This design comes from an exercise in tuning for small area and a short achievable clock period on the open sky130 flow, not from production work.
Only simulation tests tie the RTL to the original design; equivalence was not proved.
Power is estimated from default activity; no workload was simulated.

== run A ==
// csv_record_parse_and_hash
module csv_record_parse_and_hash #(
  parameter int NUM_BUCKETS = crph_pkg::NUM_BUCKETS_DEF
) (
  input  logic         clk,
  input  logic         rst_n,
  input  logic         in_tvalid,
  output logic         in_tready,
  input  logic [7:0]   in_tdata,    
  input  logic         in_tlast,    
  output logic         out_tvalid,
  input  logic         out_tready,
  output logic [103:0] out_tdata,   
  output logic [1:0]   out_tuser    
);
  localparam logic [2:0] S_START      = 3'd0;
  localparam logic [2:0] S_RANK       = 3'd1;
  localparam logic [2:0] S_OPEN_CITY  = 3'd2;
  localparam logic [2:0] S_CITY       = 3'd3;
  localparam logic [2:0] S_AFTER_CITY = 3'd4;
  localparam logic [2:0] S_POP_OPEN   = 3'd5;
  localparam logic [2:0] S_POP        = 3'd6;
  localparam logic [2:0] S_SKIP       = 3'd7;
  logic        skid_v;           
  logic [7:0]  skid_b;
  logic        skid_l;
  logic        out_v;            
  logic        out_acc;          
  logic        out_err;          
  logic        out_gp;           
  logic        out_gc;           
  logic [19:0] q_rank;           
  logic        q_rsat;           
  logic [31:0] q_pop;
  logic        q_psat;           
  logic [2:0]  state;
  logic [19:0] rank;             
  logic        rank_sat;
  logic [15:0] acc_lo;
  logic [15:0] acc_hi;
  logic [3:0]  acc_c;            
  logic        acc_hp;           
  logic        acc_sat;          
  logic [9:0]  len;
  logic [8:0]  sum;
  logic [8:0]  px;               
  logic        cb_r;             
  logic        p2_r;             
  logic        p3_r;             
  logic        cpend;            
  logic       ob_free;
  logic [7:0] b;
  logic       last;
  ...
For scale: roughly 1300 cells after synthesis, about 160 flip-flops, about 13000 um2 of cells after synthesis.
clock: 5.5 ns
lec_check: 0
cap_margin: 20
core_margin: 2
core_utilization: 60
cts_buf_list: sky130_fd_sc_hd__clkbuf_4 sky130_fd_sc_hd__clkbuf_8
place_density: 0.75
setup_slack_margin: 2.2
slew_margin: 20
tns_end_percent: 10
standard.sh (not shown) runs the stock make flow with config.mk's settings and CLKGATE_MAP_FILE= SYNTH_SCRIPT=/design/flow/synth_recipe.tcl, a recipe that flattens the netlist after the stock synthesis.
==> flow/flow/run.sh <==
#!/bin/bash
# The standard layout (standard.sh), with the port buffers made of the smallest
# plain buffer instead of the resizer's default choice. Every input and output
# port still gets its own buffer.
set -euo pipefail
export BUFFER_PORTS_ARGS="-buffer_cell sky130_fd_sc_hd__buf_1"
bash standard.sh > standard_flow.log 2>&1
> inputs changed (run A -> run B)
- SETUP_SLACK_MARGIN: 2.2 -> 1.5
- TNS_END_PERCENT: 10 -> unset
- Of run A and run B, run B shows the lower logic gate share of total power, with run A above it.
- Maximum vdd ir drop of run B falls short of that of run A by a little under 10%.
- Run B against run A: total clock buffers created by CTS shows no meaningful change, register area neither gained nor lost much, layout-stage area growth over the synthesis result decreased 8.5 points, worst setup slack decreased 190 ps, wire length decreased 8.4%.


Another version of the RTL of csv_record_parse_and_hash (not shown whole).
Size: ~120 I/O pins, about 0.013 sq mm of cells after synthesis.
export LEC_CHECK = 0
export ABC_AREA = 1
export CAP_MARGIN = 20
export CORE_MARGIN = 2
export CORE_UTILIZATION = 60
export CTS_BUF_LIST = sky130_fd_sc_hd__clkbuf_4 sky130_fd_sc_hd__clkbuf_8
export PLACE_DENSITY = 0.75
export SETUP_SLACK_MARGIN = 2.6
export SLEW_MARGIN = 20
export TNS_END_PERCENT = 10
create_clock -name core_clock -period 5.5 [get_ports {clk}]
Scripts as last shown in full above: flow/flow/run.sh
The first run produced a clean layout.
Next try:
PLACE_DENSITY = 0.65   (was 0.75)
Clock skew came out lower by 4.7 ps; count of clock-buffer cells in the layout came out lower by 1; design area came out lower by 0.72%; global-route usage barely changes; worst setup slack got worse by 130 ps; critical path depth came out higher by 13; via count came out lower by 1.1%; core utilization came out lower by 0.49 points; area after synthesis does not change; die area stays the same.
Next try:
PLACE_DENSITY = 0.75   (was 0.65)
SETUP_SLACK_MARGIN = 2.7   (was 2.6)
Outcome:
- die area is unchanged
- worst hold slack loses 12 ps
- combinational power went up by about 0.7%


## lane 1
csv_record_parse_and_hash, a different RTL version from the one above (not shown whole).
Size in the first run: ~170 flip-flops, about 120 I/O pins, about 13000 µm² of cells after synthesis.
Settings: LEC_CHECK=0, ABC_AREA=1, CAP_MARGIN=20, CORE_MARGIN=2, CORE_UTILIZATION=60, CTS_BUF_LIST=sky130_fd_sc_hd__clkbuf_4 sky130_fd_sc_hd__clkbuf_8, PLACE_DENSITY=0.75, SETUP_SLACK_MARGIN=2.4, SLEW_MARGIN=20, TNS_END_PERCENT=10; clock period 5.5 ns.
Scripts as last shown in full above: flow/flow/run.sh
Modified inputs, lane 2 compared to lane 1
- SETUP_SLACK_MARGIN changed from 2.4 to 2.6
--- outcome ---
Against lane 1, lane 2 reports a largest net degree at the start of global routing that is higher. Of lane 2 and lane 1, the run reporting the higher combinational cell fraction of total power was lane 2. In the tables for lane 2 and lane 1, maximum cell stage delay along the critical path reads lower with lane 2. Compared with lane 1, lane 2 ends up with a larger final cell area.


Another version of the RTL of csv_record_parse_and_hash (not shown whole).
Size: roughly 160 flip-flops, about 13,000 sq um of cells after synthesis.
Settings: LEC_CHECK=0, ABC_AREA=1, CAP_MARGIN=20, CORE_MARGIN=2, CORE_UTILIZATION=60, CTS_BUF_LIST=sky130_fd_sc_hd__clkbuf_4 sky130_fd_sc_hd__clkbuf_8, PLACE_DENSITY=0.75, SETUP_SLACK_MARGIN=2.6, SLEW_MARGIN=20, TNS_END_PERCENT=10; clock period 5.5 ns.
Scripts as last shown in full above: flow/flow/run.sh
The starting point completed without violations.
==> next run, changes <==
- SETUP_SLACK_MARGIN: 2.6 -> 2.8
=> Synthesized area does not change; core utilization came out higher by 6.2 points; clock skew went up by 0.0092 ns; non-clock buffer count rises by 64.
==> next run, changes <==
- SETUP_SLACK_MARGIN: 2.8 -> 2.2
Effect: The changed run completed with no timing, DRC or antenna violations; count of clock-buffer cells in the layout climbs by 4; final area drops by 12%; sequential share of layout area climbs by 3.8 points; wire length drops by 14%; via count drops by 6.7%; die area stays the same; final cell count drops by 4.6%.
==> next run, changes <==
- SETUP_SLACK_MARGIN: 2.2 -> 2.4
Via count rises by 1.8%.
Worst hold slack is better by 0.013 ns.
Cell count went up by 0.81%.
Cell area rose by about 2.2%.
Power climbs by 0.94%.
Wire length grows by 4.7%.
Sequential power barely changes.
Clock-buffer cell count fell by 4.
Flip-flop and latch count is unchanged.

-- re-timing with driven ports --
How much do the figures lean on ideal ports? The routed layouts below were timed once more, with nothing changed but the port constraints.
Step 1: set_driving_cell puts a clkbuf_16 on clk and a buf_2 on each other input, an assumption about the parent block.
Step 2 times the ports against the registers' clock, not the clock port: input delays grow and output delays shrink by t, the midpoint of the rising clock arrivals with the driver on.
Slacks: no drivers / after step 1 / after step 2; pairs: no drivers / after step 1.
run	t (ns)	setup WS [ns]	worst setup path after step 2	slew at the worst register clock pin (ns)	worst slew at a driven data input, ns
run A	0.521	1.897 / 1.897 / 1.752	input to register	0.11 / 0.11	0.03
run B	0.520	1.708 / 1.708 / 1.317	input to register	0.11 / 0.11	0.03
the first run of note 2	0.504	2.552 / 2.508 / 2.121	input to register	0.11 / 0.11	0.03
the second run of note 2	0.516	2.426 / 2.426 / 2.211	input to register	0.11 / 0.11	0.03
the third run of note 2	0.501	2.472 / 2.472 / 2.195	input to register	0.11 / 0.11	0.03
lane 1	0.513	2.401 / 2.357 / 2.037	input to register	0.11 / 0.11	0.05
lane 2	0.526	2.510 / 2.468 / 2.141	input to register	0.10 / 0.10	0.05
the first run of note 4	0.516	2.349 / 2.309 / 2.218	input to register	0.10 / 0.10	0.03
the second run of note 4	0.514	2.303 / 2.264 / 2.313	input to register	0.12 / 0.12	0.04
the third run of note 4	0.506	2.215 / 2.174 / 1.912	input to register	0.10 / 0.10	0.03
the fourth run of note 4	0.522	2.328 / 2.287 / 1.998	input to register	0.11 / 0.11	0.03
After both steps setup and hold are still met in every run listed. For the first run of note 2, which loses most, drivers alone change the setup slack by -0.044 ns; drivers and shift together by -0.431 ns.
